Context: an optimization exercise on an open-source flow, tuned for small area and few clock cycles per item. The choices shown serve that exercise and are no tape-out recipe. In this exercise RTL edits were held to simulation tests only and were not proved equivalent to the original. No activity file was given, so power comes from the tool's default toggle rates.

[flow/design.v]
`default_nettype none
`timescale 1ns/100ps
module fm_window_feeder (
    input  wire logic                         clk,
    input  wire logic                         wr_en,        
    input  wire logic [3-1:0]    wr_row,
    input  wire logic [3-1:0]    wr_col,
    input  wire logic [64-1:0]      wr_data,      
    input  wire logic [2-1:0]   rd_row,       
    input  wire logic [2-1:0]   rd_col,       
    output logic [64-1:0]           px_tl,        
    output logic [64-1:0]           px_tr,        
    output logic [64-1:0]           px_bl,        
    output logic [64-1:0]           px_br         
);
    logic [64-1:0] bank_tl [0:15];
    logic [64-1:0] bank_tr [0:15];
    logic [64-1:0] bank_bl [0:15];
    logic [64-1:0] bank_br [0:15];
    logic [3:0] wr_idx;
    logic [3:0] rd_idx;
    assign wr_idx = {wr_row[2:1], wr_col[2:1]};
    assign rd_idx = {rd_row, rd_col};
    always_ff @(posedge clk) begin
        if (wr_en) begin
            case ({wr_row[0], wr_col[0]})
                2'b00: bank_tl[wr_idx] <= wr_data;
                2'b01: bank_tr[wr_idx] <= wr_data;
                2'b10: bank_bl[wr_idx] <= wr_data;
                default: bank_br[wr_idx] <= wr_data;
            endcase
        end
    end
    assign px_tl = bank_tl[rd_idx];
    assign px_tr = bank_tr[rd_idx];
    assign px_bl = bank_bl[rd_idx];
    assign px_br = bank_br[rd_idx];
endmodule
`default_nettype wire
`default_nettype none
`timescale 1ns/100ps
module pool_lane (
    input  wire logic                        relu_en,
    input  wire logic [16-1:0]      win_tl,      
    input  wire logic [16-1:0]      win_tr,      
    input  wire logic [16-1:0]      win_bl,      
    input  wire logic [16-1:0]      win_br,      
    output logic [16-1:0]           res_value
);
    logic [16-1:0] top;
    logic [16-1:0] bot;
    logic [16-1:0] win_max;
    function automatic logic [16-1:0] fp16_max(input logic [16-1:0] a,
                                                        input logic [16-1:0] b);
        logic [16-2:0] a_mag;      
        logic [16-2:0] b_mag;
        logic a_sign;
        logic b_sign;
        logic b_wins;
        a_mag  = a[16-2:0];
        b_mag  = b[16-2:0];
        a_sign = a[16-1];
        b_sign = b[16-1];
        if (a_mag == '0 && b_mag == '0)
            b_wins = 1'b0;                  
        else if (a_sign != b_sign)
            b_wins = a_sign;                
        else if (a_sign)
            b_wins = b_mag < a_mag;         
        else
            b_wins = b_mag > a_mag;
        fp16_max = b_wins ? b : a;
    endfunction
    assign top     = fp16_max(win_tl, win_tr);
    assign bot     = fp16_max(win_bl, win_br);
    assign win_max = fp16_max(top, bot);
    assign res_value = (relu_en && win_max[16-1]) ? '0 : win_max;
endmodule
`default_nettype wire
`default_nettype none
`timescale 1ns/100ps
module result_drain (
    input  wire logic                          clk,
    input  wire logic                          rst,
    input  wire logic                          start_req,
    input  wire logic [5-1:0]         start_cfg,    
    input  wire logic                          out_ack,
    output logic                               start_ack,
    output logic                               layer_ready,
    output logic                               out_req,
    output logic                               relu_en,
    output logic [2-1:0]         row_cnt,      
    output logic [2-1:0]         col_cnt       
);
    logic [2-1:0] last_idx;    
    logic start_take;
    logic pop;
    logic last_col;
    logic last_pos;
    assign start_take = layer_ready && start_req && !start_ack;
    assign pop        = out_req && out_ack;
    assign last_col   = col_cnt == last_idx;
    assign last_pos   = last_col && (row_cnt == last_idx);
    always_ff @(posedge clk) begin
        if (rst) begin
            start_ack   <= 1'b0;
            layer_ready <= 1'b1;
            out_req     <= 1'b0;
            relu_en     <= 1'b0;
            last_idx    <= '0;
            row_cnt     <= '0;
            col_cnt     <= '0;
        end else begin
            if (start_take) begin
                start_ack   <= 1'b1;
                layer_ready <= 1'b0;
                out_req     <= !out_ack;           
                relu_en     <= start_cfg[0];
                last_idx    <= start_cfg[5-1:2] - 1'b1;
                row_cnt     <= '0;
                col_cnt     <= '0;
            end else begin
                if (start_ack && !start_req)
                    start_ack <= 1'b0;             
                if (pop) begin
                    out_req <= 1'b0;
                    if (last_pos) begin
                        layer_ready <= 1'b1;       
                    end else if (last_col) begin
                        col_cnt <= '0;
                        row_cnt <= row_cnt + 1'b1;
                    end else begin
                        col_cnt <= col_cnt + 1'b1;
                    end
                end else if (!layer_ready && !out_req && !out_ack) begin
                    out_req <= 1'b1;               
                end
            end
        end
    end
endmodule
`default_nettype wire
`default_nettype none
`timescale 1ns/100ps
module cnn_pool_layer (
    input  wire logic                       clk,
    input  wire logic                       rst,
    input  wire logic                       fm_wr_en,
    input  wire logic [3-1:0]  fm_wr_row,
    input  wire logic [3-1:0]  fm_wr_col,
    input  wire logic [64-1:0]    fm_wr_data,   
    input  wire logic                       start_req,
    input  wire logic [5-1:0]      start_cfg,    
    output logic                            start_ack,
    output logic                            layer_ready,
    output logic                            out_req,
    input  wire logic                       out_ack,
    output logic [68-1:0]        out_data      
);
    logic [64-1:0] px_tl;
    logic [64-1:0] px_tr;
    logic [64-1:0] px_bl;
    logic [64-1:0] px_br;
    logic [64-1:0] values;
    logic [2-1:0] row_cnt;
    logic [2-1:0] col_cnt;
    logic relu_en;
    result_drain u_ctrl (
        .clk         (clk),
        .rst         (rst),
        .start_req   (start_req),
        .start_cfg   (start_cfg),
        .out_ack     (out_ack),
        .start_ack   (start_ack),
        .layer_ready (layer_ready),
        .out_req     (out_req),
        .relu_en     (relu_en),
        .row_cnt     (row_cnt),
        .col_cnt     (col_cnt)
    );
    fm_window_feeder u_map (
        .clk     (clk),
        .wr_en   (fm_wr_en && layer_ready),
        .wr_row  (fm_wr_row),
        .wr_col  (fm_wr_col),
        .wr_data (fm_wr_data),
        .rd_row  (row_cnt),
        .rd_col  (col_cnt),
        .px_tl   (px_tl),
        .px_tr   (px_tr),
        .px_bl   (px_bl),
        .px_br   (px_br)
    );
    for (genvar l = 0; l < 4; l++) begin : g_lane
        pool_lane u_lane (
            .relu_en   (relu_en),
            .win_tl    (px_tl[l*16 +: 16]),
            .win_tr    (px_tr[l*16 +: 16]),
            .win_bl    (px_bl[l*16 +: 16]),
            .win_br    (px_br[l*16 +: 16]),
            .res_value (values[l*16 +: 16])
        );
    end
    assign out_data = {row_cnt, col_cnt, values};
endmodule
`default_nettype wire
[flow/run.sh]
#!/bin/bash
# synth_recipe.tcl (not shown) runs the flow's synth.tcl, then flattens the netlist and writes it again
# the make line also repeats each setting of config.mk as NAME=value (left out here)
make -C /OpenROAD-flow-scripts/flow DESIGN_CONFIG=/design/flow/config.mk WORK_HOME=/design/flow/orfs CLKGATE_MAP_FILE= SYNTH_SCRIPT=/design/flow/synth_recipe.tcl finish
[flow/config.mk]
export PLATFORM = sky130hd
export DESIGN_NAME = cnn_pool_layer
export DESIGN_NICKNAME = cnn_pool_layer
export VERILOG_FILES = /design/flow/design.v
export SDC_FILE = /design/flow/constraint.sdc
export NUM_CORES = 4
export LEC_CHECK = 0
export CAP_MARGIN = 20
export CORE_MARGIN = 2
export CORE_UTILIZATION = 50
export SLEW_MARGIN = 20
export SYNTH_MEMORY_MAX_BITS = 8192
[flow/constraint.sdc]
create_clock -name core_clock -period 8.0 [get_ports {clk}]
set_input_delay 1.6000 -clock core_clock [delete_from_list [all_inputs] [get_ports {clk}]]
set_output_delay 1.6000 -clock core_clock [all_outputs]
set_load 0.01 [all_outputs]
==> results.py, run 1 <==
metrics = {
    "setup_path": {
        "path_class": "reg -> out",
        "slowest_delay_ps": 650,
        "required_ps": 6400,
        "path_common_cell": "buf_12",
        "arrival_ps": 7520,
        "rr_startpoint": "u_ctrl.layer_ready$_SDFFE_PP1P_",
        "end_kind": "output port",
        "crit_fanout": 8,
        "crit_start": "u_ctrl.col_cnt[0]$_SDFFE_PP0P_",
        "start_kind": "flop",
        "slowest_stage": "nor2_1",
    },
    "place": {
        "place_congestion": 0.923,
        "dp_hpwl_mm": 297,
        "dpl-instance-area_um2": 182000,
        "pre_cts_ws_ps": -1050,
        "portBuffers": 148,
    },
    "drt": {
        "viasPerCell": 6.43,
        "num_vias": 92000,
        "wl_per_cell_um": 36.1,
        "drc_errors": 0,
        "routed_wl_mm": 517,
        "drtPass1Iterations": 5,
        "ant_nets": 0,
        "drt_iter0_drc": 13100,
    },
    "clock_tree": {
        "cts_buffer_depth": 4,
        "htreeDepth": 5,
        "root_buffer": "clkbuf_16",
        "clk_pin_slew_ps": 60,
        "clk_latency_ps": 970,
        "clkSinkCount": 4106,
        "numCtsBuffers": 419,
        "tritoncts": "yes",
    },
    "layout": {
        "final_cell_mix": "edfxtp_1 (4096), buf_4 (1341), mux4_2 (1028)",
        "design_area_um2": 200000,
        "final_common_cell": "edfxtp_1",
        "drive_gt1_share_pct": 38.3,
        "syn_to_final_growth_pct": 21.6,
        "layout.nets": 9885,
    },
    "floorplan": {
        "core_um2": 327000,
        "die_area_um2": 334000,
        "num_rows": 210,
        "ios": 151,
        "die_w_um": 578,
        "start_util_pct": 50.3,
        "die_y_um": 578,
    },
    "logic_synthesis": {
        "yosys_warnings": 3,
        "synth_ff_type": "edfxtp_1",
        "synth_area_per_cell_um2": 20.9,
        "async_reset_ff_share_pct": 0,
        "synth_nets": 8127,
        "synth-seq-cells": 4106,
        "ys_seq_area_share_pct": 74.9,
        "ys_types": 98,
        "syn-cell-area_um2": 165000,
        "netlist_instances": 7883,
        "synth_edf_count": 4096,
    },
    "sta": {
        "maxSlewHeadroom_pct": 21.0,
        "slew_viol_final": 0,
        "period_needed_ps": 9120,
        "fmax_mhz": 110,
        "setup_viol": 62,
        "hold_slack_ps": 526,
        "finalCritPeriodShare_pct": 114,
        "rsz0062_at_grt": "yes",
        "hold_violations": 0,
        "clock-skew-final_ps": 44.7,
        "fin_ws_ps": -1120,
        "worst_slew_pin_slew_ps": 1180,
    },
    "power": {
        "power_leakage_uw": 0.0656,
        "ir_drop_mv": 0.202,
        "power.density_nw_per_um2": 221,
    },
    "worst_hold_path": {
        "hold_class": "reg -> reg",
        "worstHoldStart": "u_ctrl.start_ack$_SDFFE_PP0P_",
    },
    "grt": {
        "grt_usage_pct": 30.8,
        "grt_pass1_vias": 90800,
        "overflow": 0,
        "grt_pass1_wl_mm": 711,
        "antenna_found_initial": 31,
        "grt_max_degree": 65,
    },
    "flow_run": {
        "max-cap-violations": 0,
    },
    "status": {
        "violations": "setup timing",
        "outcome": "complete, but fails checks",
    },
}
flip-flops by register name (all words and copies together), names as in the netlist:
| name | flops |
|---|---|
| u_ctrl.last_idx | 2 |
| u_map.bank_tl | 1024 |
| u_map.bank_br | 1024 |
| u_ctrl.start_ack | 1 |
| u_ctrl.layer_ready | 1 |
| u_ctrl.relu_en | 1 |
| u_map.bank_bl | 1024 |
| u_ctrl.row_cnt | 2 |
| u_ctrl.col_cnt | 2 |
| u_map.bank_tr | 1024 |
| u_ctrl.out_req | 1 |
layer usage:
layer  routed length, µm  global-route usage (%)  vias to the layer above
li1                    -                       -                    36800
met1              207000                    44.4                    49400
met2              245000                    48.9                     4953
met4               20300                    10.4                        6
met5                  38                       0                        -
met3               44300                    4.29                      888
final cells by class:
cell class,instances,area (µm²)
clock inverter,228,2050
antenna,12,30.0
multi-input combinational,3245,41300
timing repair buffer,1736,16600
fill,23300,127000
clock buffer,514,11000
tap,4346,5440
inverter,133,519
sequential,4106,123000
report_power, final:
group          switching, µW  total (µW)  leakage, µW  internal [µW]
clock network           8110       18800      0.00637          10700
logic                   1010        1660       0.0223            655
registers               18.2       23800       0.0369          23700
total                   9140       44300       0.0656          35100
metrics by stage:
stage | cells | TNS (ps) | power [µW] | utilization [%]
floorplan | 7883 | -16040 | 24800 | -
global placement | 13300 | -49470 | 25700 | 55.6
detailed placement | 13300 | -50880 | 25700 | 55.6
CTS | 14200 | -58630 | 44400 | 60.8
global route | 14300 | -76940 | 45300 | 61.1
finish | 14300 | -60250 | 44300 | 61.1
synthesized netlist by cell type, drive strengths merged (36+ instances only):
library cell	n	area (µm²)
a211oi	45	343
a21o	52	390
a21oi	140	704
a221oi	37	324
a22oi	160	1200
buf	269	1930
clkbuf	130	488
edfxtp	4096	123000
ha	164	2050
inv	131	492
mux2	59	668
mux2i	236	2370
mux4	1028	23200
nand2	273	1030
nand3	91	455
nand4	36	225
nor2	248	933
nor3	66	330
nor4	49	328
o21ai	133	666
o22ai	52	325
worst max-delay path, delay by kind of cell (launching register included):
| family | cells | cell delay [ps] |
|---|---|---|
| AOI/OAI and AO/OA | 10 | 1530 |
| buffers and inverters | 10 | 1500 |
| and+or+nand+nor | 6 | 1310 |
| muxes | 4 | 1200 |
| adders and majority gates | 2 | 610 |
| DFF | 1 | 360 |
cell families (layout without fill, tap and decap cells):
| family | after synthesis | in the layout | synth area share (%) |
|---|---|---|---|
| XOR/XNOR | 15 | 15 | 0.0798 |
| AO/OA/AOI/OAI | 834 | 834 | 3.52 |
| multiplexers | 1323 | 1323 | 15.9 |
| flip-flops | 4106 | 4106 | 74.9 |
| buffers and inverters | 532 | 2611 | 1.77 |
| adder cells (fa/ha/maj) | 165 | 165 | 1.25 |
| AND/OR/NAND/NOR | 908 | 908 | 2.61 |
| other | 0 | 12 | 0 |
path summary, 6_finish.rpt:
kind / end / slack [ps] / cells past startpoint
setup / recovery: out_data[46] / -1120 / 32
hold / removal: u_ctrl.start_ack$_SDFFE_PP0P_ / 530 / 2
setup reg to reg: u_map.bank_tl[4][21]$_DFFE_PP_ / 4540 / 5
hold reg to reg: u_ctrl.start_ack$_SDFFE_PP0P_ / 530 / 2
repair_timing:
item	4_1_cts	5_1_grt
pin swaps	136	70
gates cloned	30	3
hold buffers	0	0
resized for setup	719	109
buffers inserted	165	58
setup endpoints to repair	64	64
Testbench counts, summed over its fixed seeds: cycles 6,895, results 1,136.
==> run 2, diff against run 1 <==
--- a/flow/design.v
+++ b/flow/design.v
@@ -13,28 +13,82 @@
     output logic [64-1:0]           px_bl,        
     output logic [64-1:0]           px_br         
 );
-    logic [64-1:0] bank_tl [0:15];
-    logic [64-1:0] bank_tr [0:15];
-    logic [64-1:0] bank_bl [0:15];
-    logic [64-1:0] bank_br [0:15];
+    logic [15:0][64-1:0] bank_tl;
+    logic [15:0][64-1:0] bank_tr;
+    logic [15:0][64-1:0] bank_bl;
+    logic [15:0][64-1:0] bank_br;
     logic [3:0] wr_idx;
-    logic [3:0] rd_idx;
+    logic [15:0] rd_sel;                     
     assign wr_idx = {wr_row[2:1], wr_col[2:1]};
-    assign rd_idx = {rd_row, rd_col};
+    logic [15:0] wr_sel;                     
+    logic [15:0] we_tl;
+    logic [15:0] we_tr;
+    logic [15:0] we_bl;
+    logic [15:0] we_br;
+    always_comb begin
+        wr_sel = '0;
+        wr_sel[wr_idx] = 1'b1;
+    end
+    assign we_tl = wr_sel & {16{wr_en && !wr_row[0] && !wr_col[0]}};
+    assign we_tr = wr_sel & {16{wr_en && !wr_row[0] &&  wr_col[0]}};
+    assign we_bl = wr_sel & {16{wr_en &&  wr_row[0] && !wr_col[0]}};
+    assign we_br = wr_sel & {16{wr_en &&  wr_row[0] &&  wr_col[0]}};
+    logic [15:0][64-1:0] next_tl;
+    logic [15:0][64-1:0] next_tr;
+    logic [15:0][64-1:0] next_bl;
+    logic [15:0][64-1:0] next_br;
+    for (genvar i = 0; i < 16; i++) begin : g_word
+        fm_word_next u_tl (.q(bank_tl[i]), .d(wr_data), .we(we_tl[i]), .keep(!we_tl[i]), .q_next(next_tl[i]));
+        fm_word_next u_tr (.q(bank_tr[i]), .d(wr_data), .we(we_tr[i]), .keep(!we_tr[i]), .q_next(next_tr[i]));
+        fm_word_next u_bl (.q(bank_bl[i]), .d(wr_data), .we(we_bl[i]), .keep(!we_bl[i]), .q_next(next_bl[i]));
+        fm_word_next u_br (.q(bank_br[i]), .d(wr_data), .we(we_br[i]), .keep(!we_br[i]), .q_next(next_br[i]));
+    end
     always_ff @(posedge clk) begin
-        if (wr_en) begin
-            case ({wr_row[0], wr_col[0]})
-                2'b00: bank_tl[wr_idx] <= wr_data;
-                2'b01: bank_tr[wr_idx] <= wr_data;
-                2'b10: bank_bl[wr_idx] <= wr_data;
-                default: bank_br[wr_idx] <= wr_data;
-            endcase
-        end
-    end
-    assign px_tl = bank_tl[rd_idx];
-    assign px_tr = bank_tr[rd_idx];
-    assign px_bl = bank_bl[rd_idx];
-    assign px_br = bank_br[rd_idx];
+        bank_tl <= next_tl;
+        bank_tr <= next_tr;
+        bank_bl <= next_bl;
+        bank_br <= next_br;
+    end
+    always_comb begin
+        rd_sel = '0;
+        rd_sel[{rd_row, rd_col}] = 1'b1;
+    end
+    fm_read_word u_rd_tl (.sel(rd_sel), .words(bank_tl), .y(px_tl));
+    fm_read_word u_rd_tr (.sel(rd_sel), .words(bank_tr), .y(px_tr));
+    fm_read_word u_rd_bl (.sel(rd_sel), .words(bank_bl), .y(px_bl));
+    fm_read_word u_rd_br (.sel(rd_sel), .words(bank_br), .y(px_br));
+endmodule
+module fm_word_next (
+    input  wire logic [64-1:0] q,
+    input  wire logic [64-1:0] d,
+    input  wire logic                    we,
+    input  wire logic                    keep,
+    output logic [64-1:0]      q_next
+);
+    assign q_next = (q & {64{keep}}) | (d & {64{we}});
+endmodule
+module fm_read_word (
+    input  wire logic [15:0]                   sel,
+    input  wire logic [15:0][64-1:0] words,
+    output logic [64-1:0]            y
+);
+    logic [5:0][64-1:0] grp_n;     
+    for (genvar g = 0; g < 5; g++) begin : g_grp
+        fm_read_leg3 u_leg (.a0(words[3*g]), .a1(words[3*g+1]), .a2(words[3*g+2]),
+                            .s(sel[3*g +: 3]), .y_n(grp_n[g]));
+    end
+    assign grp_n[5] = ~(words[15] & {64{sel[15]}});
+    assign y = ~(grp_n[0] & grp_n[1] & grp_n[2] & grp_n[3] & grp_n[4] & grp_n[5]);
+endmodule
+module fm_read_leg3 (
+    input  wire logic [64-1:0] a0,
+    input  wire logic [64-1:0] a1,
+    input  wire logic [64-1:0] a2,
+    input  wire logic [2:0]              s,
+    output logic [64-1:0]      y_n
+);
+    assign y_n = ~((a0 & {64{s[0]}}) | (a1 & {64{s[1]}}) |
+                   (a2 & {64{s[2]}}));
 endmodule
 `default_nettype wire
 `default_nettype none
@@ -88,11 +142,12 @@
     output logic                               start_ack,
     output logic                               layer_ready,
     output logic                               out_req,
-    output logic                               relu_en,
+    output logic                               relu_en,      
     output logic [2-1:0]         row_cnt,      
     output logic [2-1:0]         col_cnt       
 );
     logic [2-1:0] last_idx;    
+    logic cfg_relu_en;
     logic start_take;
     logic pop;
     logic last_col;
@@ -101,12 +156,13 @@
     assign pop        = out_req && out_ack;
     assign last_col   = col_cnt == last_idx;
     assign last_pos   = last_col && (row_cnt == last_idx);
+    assign relu_en    = layer_ready ? start_cfg[0] : cfg_relu_en;
     always_ff @(posedge clk) begin
         if (rst) begin
             start_ack   <= 1'b0;
             layer_ready <= 1'b1;
             out_req     <= 1'b0;
-            relu_en     <= 1'b0;
+            cfg_relu_en <= 1'b0;
             last_idx    <= '0;
             row_cnt     <= '0;
             col_cnt     <= '0;
@@ -115,10 +171,8 @@
                 start_ack   <= 1'b1;
                 layer_ready <= 1'b0;
                 out_req     <= !out_ack;           
-                relu_en     <= start_cfg[0];
+                cfg_relu_en <= start_cfg[0];
                 last_idx    <= start_cfg[5-1:2] - 1'b1;
-                row_cnt     <= '0;
-                col_cnt     <= '0;
             end else begin
                 if (start_ack && !start_req)
                     start_ack <= 1'b0;             
@@ -126,6 +180,8 @@
                     out_req <= 1'b0;
                     if (last_pos) begin
                         layer_ready <= 1'b1;       
+                        col_cnt     <= '0;
+                        row_cnt     <= '0;
                     end else if (last_col) begin
                         col_cnt <= '0;
                         row_cnt <= row_cnt + 1'b1;
@@ -162,6 +218,7 @@
     logic [64-1:0] px_bl;
     logic [64-1:0] px_br;
     logic [64-1:0] values;
+    logic [64-1:0] out_values;
     logic [2-1:0] row_cnt;
     logic [2-1:0] col_cnt;
     logic relu_en;
@@ -201,6 +258,8 @@
             .res_value (values[l*16 +: 16])
         );
     end
-    assign out_data = {row_cnt, col_cnt, values};
-endmodule
-`default_nettype wire
+    always_ff @(posedge clk)
+        out_values <= values;
+    assign out_data = {row_cnt, col_cnt, out_values};
+endmodule
+`default_nettype wire
--- a/flow/config.mk
+++ b/flow/config.mk
@@ -9,4 +9,5 @@
 export CORE_MARGIN = 2
 export CORE_UTILIZATION = 50
 export SLEW_MARGIN = 20
+export SYNTH_HIERARCHICAL = 1
 export SYNTH_MEMORY_MAX_BITS = 8192
==> run 2 against run 1 <==
Against the previous run:
- the run now finishes clean
- non-clock buffer count is 1115 lower
- final cell count is 22% higher
- clock-buffer cell count is 115 higher
- register-to-register slack worse by 4400 ps
- critical path depth is 3 lower
- worst hold slack worse by 49 ps
- clock skew is 3.4 ps higher
- power is 17% higher
- sequential share of layout area is 14 points lower
- critical endpoint is now out_values[27]$_DFF_P_
- largest cell class unchanged
==> results.py, run 2 <==
metrics = {
    "logic_synthesis": {
        "ys_types": 76,
        "synth_area_per_cell_um2": 12.3,
        "synth_top_area_cell": "dfxtp_1",
        "async_reset_ff_share_pct": 0,
        "yosys_warnings": 10,
        "yosysMostFrequentCell": "dfxtp_1",
        "synth-seq-cells": 4170,
        "synth_edf_count": 0,
        "synthTopCellsByCount": "dfxtp_1 (4170), a22o_1 (3842), a222oi_1 (1280)",
        "synth_ff_type": "dfxtp_1",
        "synth_nets": 13400,
        "syn-cell-area_um2": 161000,
        "netlist_instances": 13100,
        "ys_top_cells_by_area": "dfxtp_1 (52%), a22o_1 (21%), buf_6 (8.5%)",
        "ys_seq_area_share_pct": 51.7,
        "yosys.area.top_type_share_pct": 51.7,
    },
    "setup_path": {
        "critPathTopFamily": "compound AO/OA/AOI/OAI gates",
        "start_kind": "flop",
        "slowest_stage": "a222oi_1",
        "arrival_ps": 8660,
        "path_common_cell": "ha_1",
        "path_class": "reg -> reg",
        "end_kind": "flop",
        "critPathBufInv": 4,
        "crit_fanout": 119,
        "required_ps": 8820,
        "slowest_delay_ps": 650,
    },
    "power": {
        "combPwrFrac_pct": 10.7,
        "power.density_nw_per_um2": 298,
        "ir_drop_mv": 0.200,
        "p_switching_uw": 12700,
        "sw_frac_of_total_pct": 24.5,
        "internal-power_uw": 39200,
        "power_leakage_uw": 0.0660,
        "seqPwrFrac_pct": 48.1,
        "p_clk_share_pct": 41.1,
    },
    "floorplan": {
        "core_um2": 321000,
        "die_w_um": 572,
        "die_area_um2": 327000,
        "num_rows": 208,
        "ios": 151,
        "die_y_um": 572,
        "start_util_pct": 50.2,
    },
    "drt": {
        "dr_wl_met2_mm": 271,
        "drc_errors": 0,
        "wl_met3_mm": 82.1,
        "drtPass1Iterations": 13,
        "viasPerCell": 7.47,
        "num_vias": 130000,
        "wl_per_cell_um": 36.9,
        "top_layer": "met5",
        "drt-met1-wl_mm": 255,
        "routed_wl_mm": 645,
        "ant_nets": 0,
        "drt_iter0_drc": 25200,
    },
    "flow_run": {
        "max-cap-violations": 0,
    },
    "clock_tree": {
        "clk_latency_ps": 1000,
        "numCtsBuffers": 427,
        "cts_buffer_depth": 4,
        "htreeDepth": 5,
        "clk_pin_slew_ps": 60,
        "root_buffer": "clkbuf_16",
        "clkSinkCount": 4170,
        "tritoncts": "yes",
    },
    "sta": {
        "maxSlewHeadroom_pct": 16.7,
        "finalCritPeriodShare_pct": 98.0,
        "hold_violations": 0,
        "clock-skew-final_ps": 48.1,
        "worst_slew_pin_slew_ps": 1250,
        "period_needed_ps": 7840,
        "rsz0062_at_grt": "no",
        "fmax_mhz": 128,
        "slew_viol_final": 0,
        "setup_viol": 0,
        "fin_tns_setup_ps": 0,
    },
    "grt": {
        "grt_pass1_wl_mm": 908,
        "grt_pass1_vias": 127000,
        "antenna_found_initial": 28,
        "overflow": 0,
        "grt_usage_pct": 37.4,
        "grt_max_degree": 120,
    },
    "place": {
        "portBuffers": 148,
        "dp_hpwl_mm": 371,
        "place_congestion": 0.924,
        "dpl.cell_count": 16600,
    },
    "layout": {
        "syn_to_final_growth_pct": 8.13,
        "final_common_cell": "dfxtp_1",
        "drive_gt1_share_pct": 13.3,
        "instances_no_fill": 17500,
        "layout.nets": 13000,
        "final_cell_mix": "dfxtp_1 (4169), a22o_1 (3842), a222oi_1 (1280)",
    },
    "worst_hold_path": {
        "hold_class": "reg -> reg",
    },
    "status": {
        "outcome": "timing/DRC/antenna clean",
    },
}
run 2: modules after synthesis (local to each module, per instance):
module | times used | area, µm² | flip-flops and latches
fm_read_leg3 | 20 | 833 | 0
pool_lane | 4 | 2160 | 0
cnn_pool_layer | 1 | 1290 | 64
fm_read_word | 4 | 1120 | 0
result_drain | 1 | 478 | 10
fm_window_feeder | 1 | 83500 | 4096
fm_word_next | 64 | 723 | 0
run 2: cell families after synthesis:
| group | count (synthesis) | synth area share, % |
|---|---|---|
| compound gates | 5800 | 32.1 |
| fa+ha+maj | 176 | 1.36 |
| buf+inv | 1542 | 9.37 |
| mux | 158 | 1.06 |
| flops | 4170 | 51.7 |
| xor+xnor | 20 | 0.109 |
| simple gates | 1268 | 4.28 |
run 2: final timing paths:
check | start | to | slack, ps | depth (start not counted)
worst max-delay path | u_ctrl.col_cnt[0]$_SDFFE_PP0P_ | out_values[27]$_DFF_P_ | 160 | 29
worst min-delay path | u_ctrl.cfg_relu_en$_SDFFE_PP0P_ | u_ctrl.cfg_relu_en$_SDFFE_PP0P_ | 480 | 2
worst max register to register | u_ctrl.col_cnt[0]$_SDFFE_PP0P_ | out_values[27]$_DFF_P_ | 160 | 29
worst min register to register | u_ctrl.cfg_relu_en$_SDFFE_PP0P_ | u_ctrl.cfg_relu_en$_SDFFE_PP0P_ | 480 | 2
run 2: area by class of cell:
type / instances / area [µm²]
multi-input cells: 7422 / 64100
fillers: 26900 / 147000
flip-flops and latches: 4170 / 83500
clock inverters: 161 / 2420
diodes: 12 / 30.0
inverters: 133 / 499
clock buffers: 629 / 12600
repair buffers: 621 / 5900
well taps: 4305 / 5390
run 2: per-layer routing:
layer / GRT usage, % / vias up
met4: 19.9 / 16
li1: - / 53100
met5: 0 / -
met2: 54.8 / 9720
met3: 10.6 / 1756
met1: 49.7 / 65900
run 2: worst min-delay path, cell delays in order, from the launching register on:
cell     delay, ps
dfxtp_1        310
nand2_1         60
a21oi_1         60
run 2: power by group through the flow:
stage	Sequential (µW)	Combinational, µW	Clock (µW)
6_report	25000	5580	21300
3_5_place_dp	25300	5430	0
2_1_floorplan	24900	4170	0
3_3_place_gp	25200	5260	0
4_1_cts	24900	5450	21400
5_1_grt	25200	5910	22300
run 2: metrics by stage:
| stage | setup slack, ps | utilization [%] | hold WS (ps) | cell area [µm²] | power, µW |
|---|---|---|---|---|---|
| 2_1_floorplan | 1170 | - | 434 | 161000 | 29100 |
| 6_report | 161 | 54.3 | 478 | 174000 | 51900 |
| 3_3_place_gp | 210 | 49.5 | 447 | 159000 | 30400 |
| 4_1_cts | 159 | 54.3 | 479 | 174000 | 51800 |
| 3_5_place_dp | 216 | 49.6 | 470 | 159000 | 30800 |
| 5_1_grt | 1.21 | 54.3 | 488 | 174000 | 53400 |
run 2: what timing repair did:
| action | CTS | global route |
|---|---|---|
| hold buffers | 0 | 0 |
| buffers inserted | 0 | 7 |
| gates resized for setup | 0 | 9 |
| setup endpoints to repair | 0 | 61 |
Testbench counts of run 2, summed over its fixed seeds: cycles 6,895, results 1,136.
==> run 3, diff against run 2 <==
--- a/flow/design.v
+++ b/flow/design.v
@@ -6,8 +6,7 @@
     input  wire logic [3-1:0]    wr_row,
     input  wire logic [3-1:0]    wr_col,
     input  wire logic [64-1:0]      wr_data,      
-    input  wire logic [2-1:0]   rd_row,       
-    input  wire logic [2-1:0]   rd_col,       
+    input  wire logic [15:0]                  rd_sel,       
     output logic [64-1:0]           px_tl,        
     output logic [64-1:0]           px_tr,        
     output logic [64-1:0]           px_bl,        
@@ -18,7 +17,6 @@
     logic [15:0][64-1:0] bank_bl;
     logic [15:0][64-1:0] bank_br;
     logic [3:0] wr_idx;
-    logic [15:0] rd_sel;                     
     assign wr_idx = {wr_row[2:1], wr_col[2:1]};
     logic [15:0] wr_sel;                     
     logic [15:0] we_tl;
@@ -48,10 +46,6 @@
         bank_tr <= next_tr;
         bank_bl <= next_bl;
         bank_br <= next_br;
-    end
-    always_comb begin
-        rd_sel = '0;
-        rd_sel[{rd_row, rd_col}] = 1'b1;
     end
     fm_read_word u_rd_tl (.sel(rd_sel), .words(bank_tl), .y(px_tl));
     fm_read_word u_rd_tr (.sel(rd_sel), .words(bank_tr), .y(px_tr));
@@ -144,7 +138,8 @@
     output logic                               out_req,
     output logic                               relu_en,      
     output logic [2-1:0]         row_cnt,      
-    output logic [2-1:0]         col_cnt       
+    output logic [2-1:0]         col_cnt,      
+    output logic [15:0]                        pos_sel       
 );
     logic [2-1:0] last_idx;    
     logic cfg_relu_en;
@@ -152,11 +147,39 @@
     logic pop;
     logic last_col;
     logic last_pos;
+    logic [2-1:0] row_nxt;
+    logic [2-1:0] col_nxt;
     assign start_take = layer_ready && start_req && !start_ack;
     assign pop        = out_req && out_ack;
     assign last_col   = col_cnt == last_idx;
     assign last_pos   = last_col && (row_cnt == last_idx);
     assign relu_en    = layer_ready ? start_cfg[0] : cfg_relu_en;
+    always_comb begin
+        row_nxt = row_cnt;
+        col_nxt = col_cnt;
+        if (!start_take && pop) begin
+            if (last_pos) begin
+                row_nxt = '0;
+                col_nxt = '0;
+            end else if (last_col) begin
+                row_nxt = row_cnt + 1'b1;
+                col_nxt = '0;
+            end else begin
+                col_nxt = col_cnt + 1'b1;
+            end
+        end
+    end
+    always_ff @(posedge clk) begin
+        if (rst) begin
+            row_cnt <= '0;
+            col_cnt <= '0;
+            pos_sel <= 16'b1;
+        end else begin
+            row_cnt <= row_nxt;
+            col_cnt <= col_nxt;
+            pos_sel <= 16'b1 << {row_nxt, col_nxt};
+        end
+    end
     always_ff @(posedge clk) begin
         if (rst) begin
             start_ack   <= 1'b0;
@@ -164,8 +187,6 @@
             out_req     <= 1'b0;
             cfg_relu_en <= 1'b0;
             last_idx    <= '0;
-            row_cnt     <= '0;
-            col_cnt     <= '0;
         end else begin
             if (start_take) begin
                 start_ack   <= 1'b1;
@@ -178,16 +199,8 @@
                     start_ack <= 1'b0;             
                 if (pop) begin
                     out_req <= 1'b0;
-                    if (last_pos) begin
+                    if (last_pos)
                         layer_ready <= 1'b1;       
-                        col_cnt     <= '0;
-                        row_cnt     <= '0;
-                    end else if (last_col) begin
-                        col_cnt <= '0;
-                        row_cnt <= row_cnt + 1'b1;
-                    end else begin
-                        col_cnt <= col_cnt + 1'b1;
-                    end
                 end else if (!layer_ready && !out_req && !out_ack) begin
                     out_req <= 1'b1;               
                 end
@@ -221,6 +234,7 @@
     logic [64-1:0] out_values;
     logic [2-1:0] row_cnt;
     logic [2-1:0] col_cnt;
+    logic [15:0] pos_sel;
     logic relu_en;
     result_drain u_ctrl (
         .clk         (clk),
@@ -233,7 +247,8 @@
         .out_req     (out_req),
         .relu_en     (relu_en),
         .row_cnt     (row_cnt),
-        .col_cnt     (col_cnt)
+        .col_cnt     (col_cnt),
+        .pos_sel     (pos_sel)
     );
     fm_window_feeder u_map (
         .clk     (clk),
@@ -241,8 +256,7 @@
         .wr_row  (fm_wr_row),
         .wr_col  (fm_wr_col),
         .wr_data (fm_wr_data),
-        .rd_row  (row_cnt),
-        .rd_col  (col_cnt),
+        .rd_sel  (pos_sel),
         .px_tl   (px_tl),
         .px_tr   (px_tr),
         .px_bl   (px_bl),
--- a/flow/config.mk
+++ b/flow/config.mk
@@ -7,7 +7,9 @@
 export LEC_CHECK = 0
 export CAP_MARGIN = 20
 export CORE_MARGIN = 2
-export CORE_UTILIZATION = 50
+export CORE_UTILIZATION = 55
+export CTS_CLUSTER_DIAMETER = 60
+export CTS_CLUSTER_SIZE = 24
 export SLEW_MARGIN = 20
 export SYNTH_HIERARCHICAL = 1
 export SYNTH_MEMORY_MAX_BITS = 8192
==> run 3 against run 2 <==
Against the previous run:
- critical path type unchanged
- largest power group unchanged
- clock-buffer cell count shrank 309
- first-iteration DRC count is 3.4% lower
- clock skew decreased by 5.1 ps
- power down 11%
- largest cell class unchanged
- global-route usage grew 2.6 points
- sequential share of layout area increased by 1.9 points
- clock power shrank 25%
- critical path depth shrank 7
- sequential power about the same
- sequential cell count grew 16
==> results.py, run 3 <==
metrics = {
    "drt": {
        "drc_errors": 0,
        "drtPass1Iterations": 12,
        "routed_wl_mm": 632,
        "ant_nets": 0,
        "viasPerCell": 7.68,
        "num_vias": 129000,
        "drt_iter0_drc": 24400,
        "wl_per_cell_um": 37.7,
    },
    "sta": {
        "clock-skew-final_ps": 43.0,
        "hold_violations": 0,
        "fmax_mhz": 139,
        "setup_viol": 0,
        "finalCritPeriodShare_pct": 89.9,
        "slew_viol_final": 0,
        "worst_slew_pin_slew_ps": 1260,
        "period_needed_ps": 7190,
        "rsz0062_at_grt": "no",
        "fin_tns_setup_ps": 0,
        "fin_ws_ps": 805,
        "hold_slack_ps": 461,
        "maxSlewHeadroom_pct": 15.7,
    },
    "setup_path": {
        "path_class": "reg -> reg",
        "slowest_stage": "dfxtp_4",
        "arrival_ps": 8020,
        "r2r_slack_ps": 810,
        "rr_startpoint": "u_ctrl.pos_sel[6]$_SDFF_PP0_",
        "critPathBufInv": 2,
        "crit_fanout": 43,
        "critPathTopFamily": "compound AO/OA/AOI/OAI gates",
        "path_cells": "buf_4 -> a222oi_1 -> and3_1 -> nand4_1 -> inv_1 -> ha_1 -> a211oi_1 -> nor2_1 -> o31ai_2 -> o211ai_2 -> mux2i_4 -> o21ai_0 -> ha_1 -> nor2b_1 -> o21a_1 -> o21ai_0 -> nand2b_1 -> maj3_2 -> a221oi_1 -> o211a_2 -> mux2_4 -> mux2i_1",
        "slowest_delay_ps": 1050,
        "start_kind": "flop",
        "reg2reg_depth": 22,
        "cp.depth": 22,
        "end_kind": "flop",
        "required_ps": 8830,
        "r2r_end": "out_values[17]$_DFF_P_",
    },
    "power": {
        "power_leakage_uw": 0.0631,
        "internal-power_uw": 34200,
        "seqPwrFrac_pct": 54.1,
        "p_clk_share_pct": 34.5,
        "sw_frac_of_total_pct": 26.2,
        "power.density_nw_per_um2": 275,
        "p_switching_uw": 12100,
        "combPwrFrac_pct": 11.4,
        "ir_drop_mv": 0.250,
        "power_uw": 46300,
    },
    "clock_tree": {
        "cts_buffer_depth": 4,
        "clk_latency_ps": 960,
        "post_cts_buffers": 0,
        "numCtsBuffers": 279,
        "cts_resized": 0,
        "clkSinkCount": 4186,
        "cts_hold_buffers": 0,
        "clk_pin_slew_ps": 80,
        "root_buffer": "clkbuf_16",
        "tritoncts": "yes",
        "htreeDepth": 5,
    },
    "worst_hold_path": {
        "hold_end": "u_ctrl.cfg_relu_en$_SDFFE_PP0P_",
        "worstHoldStart": "u_ctrl.cfg_relu_en$_SDFFE_PP0P_",
        "min_path_cells": 2,
        "hold_class": "reg -> reg",
    },
    "floorplan": {
        "die_y_um": 546,
        "start_util_pct": 55.1,
        "die_w_um": 546,
        "ios": 151,
        "num_rows": 199,
        "core_um2": 293000,
        "die_area_um2": 298000,
    },
    "logic_synthesis": {
        "synth_nets": 13400,
        "syn-cell-area_um2": 162000,
        "yosys_warnings": 10,
        "synthTopCellsByCount": "dfxtp_1 (4186), a22o_1 (3842), a222oi_1 (1280)",
        "synth_edf_count": 0,
        "yosys.area.top_type_share_pct": 51.8,
        "synth_ff_type": "dfxtp_1",
        "yosysMostFrequentCell": "dfxtp_1",
        "ys_types": 78,
        "async_reset_ff_share_pct": 0,
        "ys_seq_area_share_pct": 51.8,
        "synth_area_per_cell_um2": 12.3,
        "netlist_instances": 13200,
        "synth-seq-cells": 4186,
        "ys_top_cells_by_area": "dfxtp_1 (52%), a22o_1 (21%), buf_6 (8.4%)",
        "synth_top_area_cell": "dfxtp_1",
    },
    "place": {
        "place_congestion": 0.905,
        "portBuffers": 148,
        "pre_cts_ws_ps": 1030,
        "dp_hpwl_mm": 365,
    },
    "layout": {
        "syn_to_final_growth_pct": 4.16,
        "final_core_util_pct": 57.4,
        "drive_gt1_share_pct": 11.8,
        "final_cell_mix": "dfxtp_1 (4170), a22o_1 (3842), a222oi_1 (1280)",
        "layout.nets": 12900,
        "final_common_cell": "dfxtp_1",
    },
    "grt": {
        "antenna_found_initial": 21,
        "grt_pass1_wl_mm": 891,
        "grt_usage_pct": 39.9,
        "grt_pass1_vias": 124000,
        "grt_max_degree": 76,
        "overflow": 0,
    },
    "status": {
        "outcome": "timing/DRC/antenna clean",
    },
    "flow_run": {
        "max-cap-violations": 0,
    },
}
## run 3: changes by cell type after synthesis, moves of 4 or more
cell,previous run,this run
nor3b_1,5,0
a21boi_0,10,4
nor2_1,100,106
o21ai_1,9,31
nand4b_1,16,12
nand3_1,27,32
ha_1,172,168
dfxtp_1,4170,4186
nor2b_1,15,8
o21ai_0,158,135
buf_4,0,4
## run 3: stage by stage
| stage | cell area (µm²) | std cells |
|---|---|---|
| after floorplan | 162000 | 13200 |
| after global placement | 158000 | 16200 |
| after detailed placement | 159000 | 16200 |
| after CTS | 168000 | 16700 |
| after global routing | 168000 | 16800 |
| final | 168000 | 16800 |
## run 3: power groups by stage
stage               Sequential (µW)  Combinational [µW]  Clock [µW]
floorplan                     25000                4020           0
global placement              25200                4990           0
detailed placement            25400                5170           0
CTS                           24900                5180       16100
global route                  25300                5600       16800
finish                        25000                5290       16000
## run 3: kinds of logic (layout without fill, tap and decap cells)
family | count (synthesis) | after routing | share of synthesized area, %
xor+xnor | 21 | 21 | 0.114
compound gates | 5799 | 5799 | 32.0
fa+ha+maj | 172 | 172 | 1.33
other cells | 0 | 15 | 0
flops | 4186 | 4186 | 51.8
buf+inv | 1546 | 1220 | 9.36
simple gates | 1269 | 1269 | 4.27
mux | 160 | 160 | 1.07
## run 3: layer usage
layer  wire length (µm)  share of wire, %  track usage (%)  vias to the layer above
met1             250000                40             53.2                    65200
met5                169             0.027            0.369                        -
li1                   -                 -                -                    52700
met2             269000                43             59.4                     9191
met4              36000               5.7             21.4                        6
met3              76000                12             9.91                     1577
## run 3: layout make-up
type                       count  area (µm²)
antenna                       15        37.5
clock buffer                 320        7450
clock inverter               184        2390
fill                       24300      125000
inverter                     134         503
multi-input combinational   7421       63900
sequential                  4186       83900
tap                         3919        4900
timing repair buffer         582        5340
## run 3: modules after synthesis (local to each module, per instance)
module | cell area (µm²) | flip-flops and latches
cnn_pool_layer | 1290 | 64
fm_read_leg3 | 833 | 0
fm_read_word | 1120 | 0
fm_window_feeder | 83200 | 4096
fm_word_next | 723 | 0
pool_lane | 2160 | 0
result_drain | 1120 | 26
## run 3: worst max path at each step
stage / from / endpoint / slack [ps]
2_1_floorplan: u_ctrl.pos_sel[6]$_SDFF_PP0_ / out_values[10]$_DFF_P_ / 2620
3_3_place_gp: u_ctrl.pos_sel[6]$_SDFF_PP0_ / out_values[17]$_DFF_P_ / 1090
3_5_place_dp: u_ctrl.pos_sel[6]$_SDFF_PP0_ / out_values[17]$_DFF_P_ / 1030
4_1_cts: u_ctrl.pos_sel[6]$_SDFF_PP0_ / out_values[17]$_DFF_P_ / 980
5_1_grt: u_ctrl.pos_sel[6]$_SDFF_PP0_ / out_values[17]$_DFF_P_ / 540
6_report: u_ctrl.pos_sel[6]$_SDFF_PP0_ / out_values[17]$_DFF_P_ / 810
## run 3: worst register-to-register path: stages (launching register included)
cell and delay (ps):
dfxtp_4 1050, buf_4 750, a222oi_1 250, and3_1 270, nand4_1 230, inv_1 110, ha_1 330, a211oi_1 240
nor2_1 90, o31ai_2 230, o211ai_2 170, mux2i_4 680, o21ai_0 280, ha_1 350, nor2b_1 130, o21a_1 160
o21ai_0 170, nand2b_1 90, maj3_2 290, a221oi_1 310, o211a_2 270, mux2_4 420, mux2i_1 230
Testbench counts of run 3, summed over its fixed seeds: cycles 6,895, results 1,136.
==> run 4, diff against run 3 <==
--- a/flow/config.mk
+++ b/flow/config.mk
@@ -8,8 +8,8 @@
 export CAP_MARGIN = 20
 export CORE_MARGIN = 2
 export CORE_UTILIZATION = 55
-export CTS_CLUSTER_DIAMETER = 60
-export CTS_CLUSTER_SIZE = 24
+export CTS_CLUSTER_DIAMETER = 45
+export CTS_CLUSTER_SIZE = 30
 export SLEW_MARGIN = 20
 export SYNTH_HIERARCHICAL = 1
 export SYNTH_MEMORY_MAX_BITS = 8192
==> run 4 against run 3 <==
Against the previous run:
- global-route usage up 0.30 points
- combinational power about the same
- critical path type unchanged
- non-clock buffer count increased by 1
- clock power up 43%
- area after synthesis unchanged
- wire length grew 0.72%
- worst setup slack gained 77 ps
- power increased by 15%
==> results.py, run 4 <==
metrics = {
    "status": {
        "outcome": "timing/DRC/antenna clean",
    },
    "drt": {
        "drt_iter0_drc": 24500,
        "num_vias": 131000,
        "viasPerCell": 7.62,
        "wl_per_cell_um": 37.1,
        "routed_wl_mm": 636,
        "drtPass1Iterations": 10,
        "ant_nets": 0,
        "drc_errors": 0,
    },
    "floorplan": {
        "die_area_um2": 298000,
        "ios": 151,
        "start_util_pct": 55.1,
        "core_um2": 293000,
        "die_w_um": 546,
        "num_rows": 199,
        "die_y_um": 546,
    },
    "setup_path": {
        "start_kind": "flop",
        "r2r_end": "out_values[17]$_DFF_P_",
        "r2r_slack_ps": 880,
        "reg2reg_depth": 22,
        "path_class": "reg -> reg",
        "rr_startpoint": "u_ctrl.pos_sel[6]$_SDFF_PP0_",
        "arrival_ps": 8010,
        "end_kind": "flop",
        "required_ps": 8890,
        "crit_fanout": 43,
    },
    "clock_tree": {
        "root_buffer": "clkbuf_16",
        "cts_buffer_depth": 4,
        "numCtsBuffers": 475,
        "htreeDepth": 5,
        "cts_hold_buffers": 0,
        "clkSinkCount": 4186,
        "cts_resized": 0,
        "clk_latency_ps": 1030,
        "post_cts_buffers": 0,
        "tritoncts": "yes",
        "clk_pin_slew_ps": 60,
    },
    "logic_synthesis": {
        "synth_area_per_cell_um2": 12.3,
        "synth_simple_gate_area_share_pct": 4.27,
        "synth_ff_type": "dfxtp_1",
        "synth_compound_area_share_pct": 32.0,
        "synth-seq-cells": 4186,
        "synth_fa_ha_area_share_pct": 1.33,
        "yosys_warnings": 10,
        "ys_types": 78,
        "ys_seq_area_share_pct": 51.8,
        "synth_nets": 13400,
        "ys_top_cells_by_area": "dfxtp_1 (52%), a22o_1 (21%), buf_6 (8.4%)",
        "synth_top_area_cell": "dfxtp_1",
        "syn-cell-area_um2": 162000,
        "synthMuxAreaShare_pct": 1.07,
        "synth_top_family_by_area": "compound AO/OA/AOI/OAI gates",
        "async_reset_ff_share_pct": 0,
        "synth_xor_area_share_pct": 0.114,
        "synth_edf_count": 0,
        "yosys.area.top_type_share_pct": 51.8,
        "netlist_instances": 13200,
        "synthTopCellsByCount": "dfxtp_1 (4186), a22o_1 (3842), a222oi_1 (1280)",
        "yosysMostFrequentCell": "dfxtp_1",
    },
    "grt": {
        "antenna_found_initial": 27,
        "grt_max_degree": 76,
        "grt_usage_pct": 40.2,
        "overflow": 0,
        "grt_pass1_vias": 127000,
        "grt_pass1_wl_mm": 899,
    },
    "flow_run": {
        "max-cap-violations": 0,
    },
    "layout": {
        "final_cell_mix": "dfxtp_1 (4170), a22o_1 (3842), a222oi_1 (1280)",
        "nFillCells": 23700,
        "layout.nets": 13000,
        "syn_to_final_growth_pct": 8.50,
        "multi_input_area_um2": 64000,
        "register_area_um2": 83900,
        "final_common_cell": "dfxtp_1",
        "drive_gt1_share_pct": 14.3,
    },
    "place": {
        "portBuffers": 148,
        "place_congestion": 0.905,
        "dp_hpwl_mm": 365,
        "pre_cts_ws_ps": 1030,
    },
    "sta": {
        "worst_slew_pin_slew_ps": 1260,
        "fin_tns_setup_ps": 0,
        "period_needed_ps": 7120,
        "fmax_mhz": 140,
        "clock-skew-final_ps": 68.9,
        "rsz0062_at_grt": "no",
        "setup_viol": 0,
        "hold_violations": 0,
        "finalCritPeriodShare_pct": 89.0,
        "slew_viol_final": 0,
        "maxSlewHeadroom_pct": 16.2,
        "fin_ws_ps": 882,
    },
    "power": {
        "power_leakage_uw": 0.0665,
        "power.density_nw_per_um2": 304,
        "ir_drop_mv": 0.251,
    },
    "worst_hold_path": {
        "hold_end": "u_ctrl.cfg_relu_en$_SDFFE_PP0P_",
        "min_path_cells": 2,
        "hold_class": "reg -> reg",
        "worstHoldStart": "u_ctrl.cfg_relu_en$_SDFFE_PP0P_",
    },
}
run 4: layer usage:
layer	vias to the layer above	GRT usage, %	share of wire, %
li1	53300	-	-
met1	66000	53.2	40
met2	9563	59.7	43
met3	1681	10.6	12
met4	12	22.0	5.7
met5	-	0.433	0.036
run 4: logic make-up (layout without fill, tap and decap cells):
kind of cell,count (synthesis),count (layout)
AOI/OAI and AO/OA,5799,5799
xor gates and xnor gates,21,21
adders and majority gates,172,172
buffers and inverters,1546,1609
DFF,4186,4186
muxes,160,160
other,0,14
and+or+nand+nor,1269,1269
run 4: report_power, final:
part           switching, µW  leakage [µW]  total, µW  internal, µW
Combinational           2300        0.0241       5290          2990
Clock                   9810       0.00811      22900         13100
Sequential              1510        0.0343      25100         23600
run 4: through the flow:
stage	utilization, %	std cells	cell area, µm²	hold slack, ps	power [µW]
2_1_floorplan	-	13200	162000	434	29000
3_3_place_gp	54.0	16200	158000	448	30200
3_5_place_dp	54.0	16200	159000	447	30600
4_1_cts	59.8	17100	175000	455	53200
5_1_grt	59.8	17100	175000	490	54800
6_report	59.8	17100	175000	454	53300
run 4: cell type report:
class	count	share of cell area, %
flip-flops and latches	4186	47.8
multi-input cells	7421	36.5
repair buffers	583	3.06
well taps	3919	2.79
inverters	134	0.287
diodes	14	0.0200
clock buffers	546	7.18
clock inverters	346	2.40
run 4: Yosys stat by module (local to each module, per instance):
module	flip-flops and latches	copies in the design	cell area [µm²]	cells inside
result_drain	26	1	1120	120
fm_read_leg3	0	20	833	85
pool_lane	0	4	2160	288
fm_window_feeder	4096	1	83200	4328
cnn_pool_layer	64	1	1290	65
fm_read_word	0	4	1120	199
fm_word_next	0	64	723	78
run 4: worst max path at each step:
stage	end	from	slack (ps)
2_1_floorplan	out_values[10]$_DFF_P_	u_ctrl.pos_sel[6]$_SDFF_PP0_	2620
3_3_place_gp	out_values[17]$_DFF_P_	u_ctrl.pos_sel[6]$_SDFF_PP0_	1090
5_1_grt	out_values[17]$_DFF_P_	u_ctrl.pos_sel[6]$_SDFF_PP0_	550
6_report	out_values[17]$_DFF_P_	u_ctrl.pos_sel[6]$_SDFF_PP0_	880
3_5_place_dp	out_values[17]$_DFF_P_	u_ctrl.pos_sel[6]$_SDFF_PP0_	1030
4_1_cts	out_values[17]$_DFF_P_	u_ctrl.pos_sel[6]$_SDFF_PP0_	1000
run 4: worst max-delay path: stages (launching register included):
cell	delay, ps
dfxtp_4	1030
buf_4	690
a222oi_1	220
and3_1	270
nand4_1	210
inv_1	100
ha_1	330
a211oi_1	240
nor2_1	90
o31ai_2	230
o211ai_2	160
mux2i_4	670
o21ai_0	270
ha_1	340
nor2b_1	130
o21a_1	160
o21ai_0	170
nand2b_1	90
maj3_2	290
a221oi_1	310
o211a_2	270
mux2_4	430
mux2i_1	230
==> run 5, diff against run 4 <==
--- a/flow/config.mk
+++ b/flow/config.mk
@@ -8,7 +8,7 @@
 export CAP_MARGIN = 20
 export CORE_MARGIN = 2
 export CORE_UTILIZATION = 55
-export CTS_CLUSTER_DIAMETER = 45
+export CTS_CLUSTER_DIAMETER = 70
 export CTS_CLUSTER_SIZE = 30
 export SLEW_MARGIN = 20
 export SYNTH_HIERARCHICAL = 1
==> run 5 against run 4 <==
Against the previous run:
- still clean
- wire length is 1.2% lower
- via count is 2.0% lower
- clock-buffer cell count is 328 lower
- area after synthesis stayed put
- register-to-register slack worse by 50 ps
- utilization is 3.3 points lower
- clock power is 43% lower
- non-clock buffer count is 2 lower
- largest power group unchanged
==> results.py, run 5 <==
metrics = {
    "floorplan": {
        "num_rows": 199,
        "start_util_pct": 55.1,
        "ios": 151,
        "die_y_um": 546,
        "die_w_um": 546,
        "core_um2": 293000,
        "die_area_um2": 298000,
    },
    "setup_path": {
        "reg2reg_depth": 22,
        "r2r_slack_ps": 830,
        "path_cells": "buf_4 -> a222oi_1 -> and3_1 -> nand4_1 -> inv_1 -> ha_1 -> a211oi_1 -> nor2_1 -> o31ai_2 -> o211ai_2 -> mux2i_4 -> o21ai_0 -> ha_1 -> nor2b_1 -> o21a_1 -> o21ai_0 -> nand2b_1 -> maj3_2 -> a221oi_1 -> o211a_2 -> mux2_4 -> mux2i_1",
        "required_ps": 8860,
        "slowest_stage": "dfxtp_4",
        "end_kind": "flop",
        "start_kind": "flop",
        "r2r_end": "out_values[17]$_DFF_P_",
        "arrival_ps": 8030,
        "path_class": "reg -> reg",
        "crit_start": "u_ctrl.pos_sel[6]$_SDFF_PP0_",
        "crit_fanout": 43,
        "slowest_delay_ps": 1060,
        "crit_end": "out_values[17]$_DFF_P_",
        "rr_startpoint": "u_ctrl.pos_sel[6]$_SDFF_PP0_",
    },
    "sta": {
        "fin_ws_ps": 832,
        "hold_violations": 0,
        "maxSlewHeadroom_pct": 16.7,
        "period_needed_ps": 7170,
        "fin_tns_setup_ps": 0,
        "slew_viol_final": 0,
        "setup_viol": 0,
        "fmax_mhz": 140,
        "rsz0062_at_grt": "no",
        "worst_slew_pin_slew_ps": 1250,
        "finalCritPeriodShare_pct": 89.6,
        "clock-skew-final_ps": 48.4,
    },
    "place": {
        "portBuffers": 148,
        "place_congestion": 0.905,
        "pre_cts_ws_ps": 1030,
        "dp_hpwl_mm": 365,
    },
    "power": {
        "power_leakage_uw": 0.0618,
        "p_switching_uw": 11400,
        "ir_drop_mv": 0.279,
        "p_clk_share_pct": 30.2,
        "combPwrFrac_pct": 12.2,
        "power.density_nw_per_um2": 262,
        "seqPwrFrac_pct": 57.6,
        "sw_frac_of_total_pct": 26.3,
        "internal-power_uw": 32000,
    },
    "clock_tree": {
        "post_cts_buffers": 0,
        "cts_buffer_depth": 4,
        "clk_latency_ps": 960,
        "clkSinkCount": 4186,
        "root_buffer": "clkbuf_16",
        "tritoncts": "yes",
        "clk_pin_slew_ps": 100,
        "cts_resized": 0,
        "numCtsBuffers": 202,
        "htreeDepth": 4,
        "cts_hold_buffers": 0,
    },
    "logic_synthesis": {
        "synth_xor_area_share_pct": 0.114,
        "synth_simple_gate_area_share_pct": 4.27,
        "synth_area_per_cell_um2": 12.3,
        "syn-cell-area_um2": 162000,
        "synthMuxAreaShare_pct": 1.07,
        "synth_top_family_by_area": "compound AO/OA/AOI/OAI gates",
        "synth_nets": 13400,
        "netlist_instances": 13200,
        "synth_top_area_cell": "dfxtp_1",
        "yosysMostFrequentCell": "dfxtp_1",
        "ys_seq_area_share_pct": 51.8,
        "synth_ff_type": "dfxtp_1",
        "ys_top_cells_by_area": "dfxtp_1 (52%), a22o_1 (21%), buf_6 (8.4%)",
        "async_reset_ff_share_pct": 0,
        "synthTopCellsByCount": "dfxtp_1 (4186), a22o_1 (3842), a222oi_1 (1280)",
        "synth_compound_area_share_pct": 32.0,
        "synth_edf_count": 0,
        "synth-seq-cells": 4186,
        "yosys.area.top_type_share_pct": 51.8,
        "yosys_warnings": 10,
        "ys_types": 78,
        "synth_fa_ha_area_share_pct": 1.33,
    },
    "layout": {
        "layout.nets": 12800,
        "final_common_cell": "dfxtp_1",
        "final_cell_mix": "dfxtp_1 (4170), a22o_1 (3842), a222oi_1 (1280)",
        "syn_to_final_growth_pct": 2.45,
        "drive_gt1_share_pct": 10.8,
    },
    "grt": {
        "antenna_found_initial": 21,
        "grt_pass1_wl_mm": 887,
        "grt_max_degree": 76,
        "grt_usage_pct": 39.7,
        "grt_pass1_vias": 123000,
        "overflow": 0,
    },
    "drt": {
        "ant_nets": 0,
        "drc_errors": 0,
        "routed_wl_mm": 628,
        "viasPerCell": 7.71,
        "num_vias": 128000,
        "wl_per_cell_um": 37.9,
        "drtPass1Iterations": 12,
        "drt_iter0_drc": 24200,
    },
    "flow_run": {
        "max-cap-violations": 0,
    },
    "status": {
        "outcome": "timing/DRC/antenna clean",
    },
    "worst_hold_path": {
        "hold_class": "reg -> reg",
    },
}
## run 5: cell types whose count changed in the layout (fill, tap and decap cells not counted), moves of 27 or more
cell and delta:
clkbuf_16 -270, clkinv_2 -55, clkinv_4 -44, clkinvlp_4 -44, bufinv_16 -36, inv_6 -33
clkbuf_8 -31, clkbuf_1 -27
## run 5: per-module statistics from Yosys, one instance, submodules excluded
module | area, µm² | cells
pool_lane | 2160 | 288
fm_word_next | 723 | 78
cnn_pool_layer | 1290 | 65
result_drain | 1120 | 120
fm_window_feeder | 83200 | 4328
fm_read_leg3 | 833 | 85
fm_read_word | 1120 | 199
## run 5: how the worst min path moves through the flow
stage,startpoint,depth (start not counted),end,slack [ps]
3_5_place_dp,u_ctrl.cfg_relu_en$_SDFFE_PP0P_,2,u_ctrl.cfg_relu_en$_SDFFE_PP0P_,450
6_report,u_ctrl.cfg_relu_en$_SDFFE_PP0P_,2,u_ctrl.cfg_relu_en$_SDFFE_PP0P_,460
4_1_cts,u_ctrl.cfg_relu_en$_SDFFE_PP0P_,2,u_ctrl.cfg_relu_en$_SDFFE_PP0P_,460
3_3_place_gp,u_ctrl.cfg_relu_en$_SDFFE_PP0P_,2,u_ctrl.cfg_relu_en$_SDFFE_PP0P_,450
5_1_grt,u_ctrl.cfg_relu_en$_SDFFE_PP0P_,2,u_ctrl.cfg_relu_en$_SDFFE_PP0P_,500
2_1_floorplan,u_ctrl.cfg_relu_en$_SDFFE_PP0P_,2,u_ctrl.cfg_relu_en$_SDFFE_PP0P_,430
## run 5: critical path, delay by kind of cell, from the launching register on
family	cells	cell delay [ps]
adder cells (fa/ha/maj)	3	970
multiplexers	3	1340
buffers and inverters	2	810
AND/OR/NAND/NOR	5	800
flip-flops	1	1060
AO/OA/AOI/OAI	9	2050
## run 5: cell families after synthesis
family | count (synthesis)
adder cells (fa/ha/maj) | 172
buffers and inverters | 1546
flip-flops | 4186
AND/OR/NAND/NOR | 1269
multiplexers | 160
XOR/XNOR | 21
AO/OA/AOI/OAI | 5799
## run 5: metrics by stage
stage / util [%] / cell area (µm²) / total power [µW] / hold WS (ps) / std cells
2_1_floorplan: - / 162000 / 29000 / 434 / 13200
3_3_place_gp: 54.0 / 158000 / 30200 / 448 / 16200
3_5_place_dp: 54.0 / 159000 / 30600 / 447 / 16200
4_1_cts: 56.5 / 166000 / 43300 / 461 / 16600
5_1_grt: 56.5 / 166000 / 44800 / 498 / 16600
6_report: 56.5 / 166000 / 43500 / 459 / 16600
## run 5: routing by layer
metal | global-route usage, % | wire length (µm)
met1 | 53.1 | 250000
met2 | 59.1 | 267000
met3 | 9.97 | 75300
met4 | 20.9 | 35700
met5 | 0.593 | 275
## run 5: power by group through the flow
stage	Clock [µW]	Combinational (µW)	Sequential (µW)
after floorplan	0	4020	25000
after global placement	0	4990	25200
after detailed placement	0	5170	25400
after CTS	13200	5180	24900
after global routing	13900	5600	25300
final	13100	5280	25000
## run 5: area by class of cell
class / instances / area (µm²)
multi-input combinational: 7421 / 64000
tap: 3919 / 4900
fill: 24500 / 128000
clock buffer: 218 / 5310
sequential: 4186 / 83900
timing repair buffer: 581 / 5320
clock inverter: 127 / 1770
antenna: 15 / 37.5
inverter: 134 / 503
==> run 6, diff against run 5 <==
--- a/flow/config.mk
+++ b/flow/config.mk
@@ -8,8 +8,8 @@
 export CAP_MARGIN = 20
 export CORE_MARGIN = 2
 export CORE_UTILIZATION = 55
-export CTS_CLUSTER_DIAMETER = 70
-export CTS_CLUSTER_SIZE = 30
+export CTS_CLUSTER_DIAMETER = 80
+export CTS_CLUSTER_SIZE = 26
 export SLEW_MARGIN = 20
 export SYNTH_HIERARCHICAL = 1
 export SYNTH_MEMORY_MAX_BITS = 8192
==> run 6 against run 5 <==
Against the previous run:
- utilization is 0.37 points lower
- largest cell class unchanged
- sequential share of layout area is 0.33 points higher
- non-clock buffer count stayed put
- first-iteration DRC count is 0.14% higher
- clock-buffer cell count is 10 higher
- clock power is 8% lower
- area after synthesis stayed put
==> results.py, run 6 <==
metrics = {
    "status": {
        "outcome": "timing/DRC/antenna clean",
    },
    "layout": {
        "final_core_util_pct": 56.1,
        "final_common_cell": "dfxtp_1",
        "final_cell_mix": "dfxtp_1 (4170), a22o_1 (3842), a222oi_1 (1280)",
        "layout.nets": 12800,
        "nFillCells": 24600,
        "drive_gt1_share_pct": 10.2,
        "instances_no_fill": 16500,
        "syn_to_final_growth_pct": 1.77,
    },
    "place": {
        "dpl.cell_count": 16200,
        "place_congestion": 0.905,
        "dp_hpwl_mm": 365,
        "portBuffers": 148,
    },
    "floorplan": {
        "start_util_pct": 55.1,
        "core_um2": 293000,
        "ios": 151,
        "die_y_um": 546,
        "die_area_um2": 298000,
        "die_w_um": 546,
        "num_rows": 199,
    },
    "logic_synthesis": {
        "synth_ff_type": "dfxtp_1",
        "synth-seq-cells": 4186,
        "synth_edf_count": 0,
        "netlist_instances": 13200,
        "syn-cell-area_um2": 162000,
        "synth_area_per_cell_um2": 12.3,
        "async_reset_ff_share_pct": 0,
        "yosys.area.top_type_share_pct": 51.8,
        "yosysMostFrequentCell": "dfxtp_1",
        "ys_seq_area_share_pct": 51.8,
        "yosys_warnings": 10,
        "ys_types": 78,
        "ys_top_cells_by_area": "dfxtp_1 (52%), a22o_1 (21%), buf_6 (8.4%)",
        "synth_top_area_cell": "dfxtp_1",
        "synth_nets": 13400,
        "synthTopCellsByCount": "dfxtp_1 (4186), a22o_1 (3842), a222oi_1 (1280)",
    },
    "grt": {
        "antenna_found_initial": 22,
        "grt_use_met3_pct": 10.0,
        "top_usage_layer": "met2",
        "grt.met2_usage_pct": 59.2,
        "use_met1_pct": 52.9,
        "grt_pass1_vias": 123000,
        "grt_pass1_wl_mm": 886,
        "grt_max_degree": 76,
        "grt_usage_pct": 39.7,
        "overflow": 0,
    },
    "sta": {
        "slew_viol_final": 0,
        "fin_tns_setup_ps": 0,
        "rsz0062_at_grt": "no",
        "setup_viol": 0,
        "clock-skew-final_ps": 57.5,
        "worst_slew_pin_slew_ps": 1280,
        "period_needed_ps": 7140,
        "hold_violations": 0,
        "finalCritPeriodShare_pct": 89.2,
        "fmax_mhz": 140,
        "maxSlewHeadroom_pct": 14.4,
    },
    "power": {
        "sw_frac_of_total_pct": 25.5,
        "ir_drop_mv": 0.249,
        "p_switching_uw": 10800,
        "p_clk_share_pct": 28.5,
        "seqPwrFrac_pct": 59.1,
        "power_leakage_uw": 0.0613,
        "internal-power_uw": 31600,
        "combPwrFrac_pct": 12.5,
        "power.density_nw_per_um2": 258,
    },
    "setup_path": {
        "critPathTopFamily": "compound AO/OA/AOI/OAI gates",
        "path_cells": "buf_4 -> a222oi_1 -> and3_1 -> nand4_1 -> inv_1 -> ha_1 -> nand2_1 -> nor3_2 -> o31ai_2 -> o211ai_2 -> mux2i_4 -> o21ai_0 -> ha_1 -> nor2b_1 -> o21a_1 -> o21ai_0 -> nand2b_1 -> maj3_2 -> a221oi_1 -> o211a_2 -> mux2_4 -> mux2i_1",
        "path_class": "reg -> reg",
        "arrival_ps": 7960,
        "required_ps": 8820,
        "critPathBufInv": 2,
        "slowest_stage": "dfxtp_4",
        "slowest_delay_ps": 1050,
        "end_kind": "flop",
        "start_kind": "flop",
        "r2r_slack_ps": 860,
        "crit_fanout": 43,
    },
    "clock_tree": {
        "clkSinkCount": 4186,
        "numCtsBuffers": 197,
        "htreeDepth": 4,
        "cts_hold_buffers": 0,
        "post_cts_buffers": 0,
        "root_buffer": "clkbuf_16",
        "tritoncts": "yes",
        "cts_resized": 0,
        "clk_latency_ps": 960,
        "cts_buffer_depth": 4,
        "clk_pin_slew_ps": 100,
    },
    "flow_run": {
        "max-cap-violations": 0,
    },
    "drt": {
        "drc_errors": 0,
        "routed_wl_mm": 629,
        "ant_nets": 0,
        "viasPerCell": 7.73,
        "wl_per_cell_um": 38.0,
        "drtPass1Iterations": 16,
        "drt_iter0_drc": 24200,
        "num_vias": 128000,
    },
    "worst_hold_path": {
        "hold_class": "reg -> reg",
    },
}
## run 6: cell families after synthesis
family          Yosys count  synth area share [%]
compound gates         5799                  32.0
simple gates           1269                  4.27
fa+ha+maj               172                  1.33
flops                  4186                  51.8
mux                     160                  1.07
xor+xnor                 21                 0.114
buf+inv                1546                  9.36
## run 6: final cells by class
| type | instances | area, µm² | share of cell area [%] |
|---|---|---|---|
| Timing Repair Buffer | 581 | 5320 | 3.23 |
| Clock inverter | 55 | 711 | 0.432 |
| Clock buffer | 228 | 5280 | 3.21 |
| Sequential cell | 4186 | 83900 | 51.0 |
| Tap cell | 3919 | 4900 | 2.98 |
| Multi-Input combinational cell | 7421 | 63900 | 38.9 |
| Inverter | 134 | 503 | 0.306 |
| Antenna cell | 17 | 42.5 | 0.0258 |
## run 6: power by group through the flow
| stage | registers, µW | clock network (µW) | logic [µW] |
|---|---|---|---|
| after global placement | 25200 | 0 | 4990 |
| after floorplan | 25000 | 0 | 4020 |
| after CTS | 24900 | 12200 | 5180 |
| after detailed placement | 25400 | 0 | 5170 |
| after global routing | 25300 | 12800 | 5600 |
| final | 25000 | 12100 | 5280 |
## run 6: through the flow
step	setup WS [ps]	area [µm²]	hold slack [ps]	power, µW
final	864	165000	464	42400
after global routing	553	165000	498	43700
after CTS	985	164000	461	42300
after detailed placement	1030	159000	447	30600
after global placement	1090	158000	448	30200
after floorplan	2620	162000	434	29000
## run 6: modules after synthesis (local to each module, per instance)
module	cell area, µm²	copies in the design
fm_window_feeder	83200	1
pool_lane	2160	4
cnn_pool_layer	1290	1
fm_read_word	1120	4
result_drain	1120	1
fm_read_leg3	833	20
fm_word_next	723	64
## run 6: layer usage
metal / share of wire [%] / up-vias
met3: 12 / 1525
met2: 43 / 9093
met5: 0.010 / -
li1: - / 52400
met1: 40 / 64900
met4: 5.6 / 4
## run 6: worst min-delay path, cell delays in order, from the launching register on
cell and delay, ps:
dfxtp_1 320, nand2_1 50, a21oi_1 50
## run 6: final timing paths
| kind | start | end | depth (start not counted) |
|---|---|---|---|
| max reg2reg | u_ctrl.pos_sel[6]$_SDFF_PP0_ | out_values[17]$_DFF_P_ | 22 |
| min reg2reg | u_ctrl.cfg_relu_en$_SDFFE_PP0P_ | u_ctrl.cfg_relu_en$_SDFFE_PP0P_ | 2 |
| min | u_ctrl.cfg_relu_en$_SDFFE_PP0P_ | u_ctrl.cfg_relu_en$_SDFFE_PP0P_ | 2 |
| max | u_ctrl.pos_sel[6]$_SDFF_PP0_ | out_values[17]$_DFF_P_ | 22 |

## re-timing with driven ports
Ports are ideal in the flow. The routed layouts listed here were re-timed in OpenROAD. Step 1, drivers: a clkbuf_16 drives clk and a buf_2 each remaining input, both assumed. Step 2, shift: input delay + t, output delay - t, t = (earliest + latest rising clock arrival at the registers) / 2. This alone moves slack from input paths to output paths. Three values: ideal ports, drivers, drivers and shift; two values: the first two.
run | t (ns) | setup slack, ns
run 1 | 1.060 | -1.121 / -1.232 / -0.172
run 2 | 1.087 | 0.161 / 0.161 / 0.161
run 3 | 1.055 | 0.805 / 0.805 / 0.805
run 4 | 1.108 | 0.882 / 0.882 / 0.882
run 5 | 1.063 | 0.832 / 0.832 / 0.832
run 6 | 1.034 | 0.864 / 0.864 / 0.864
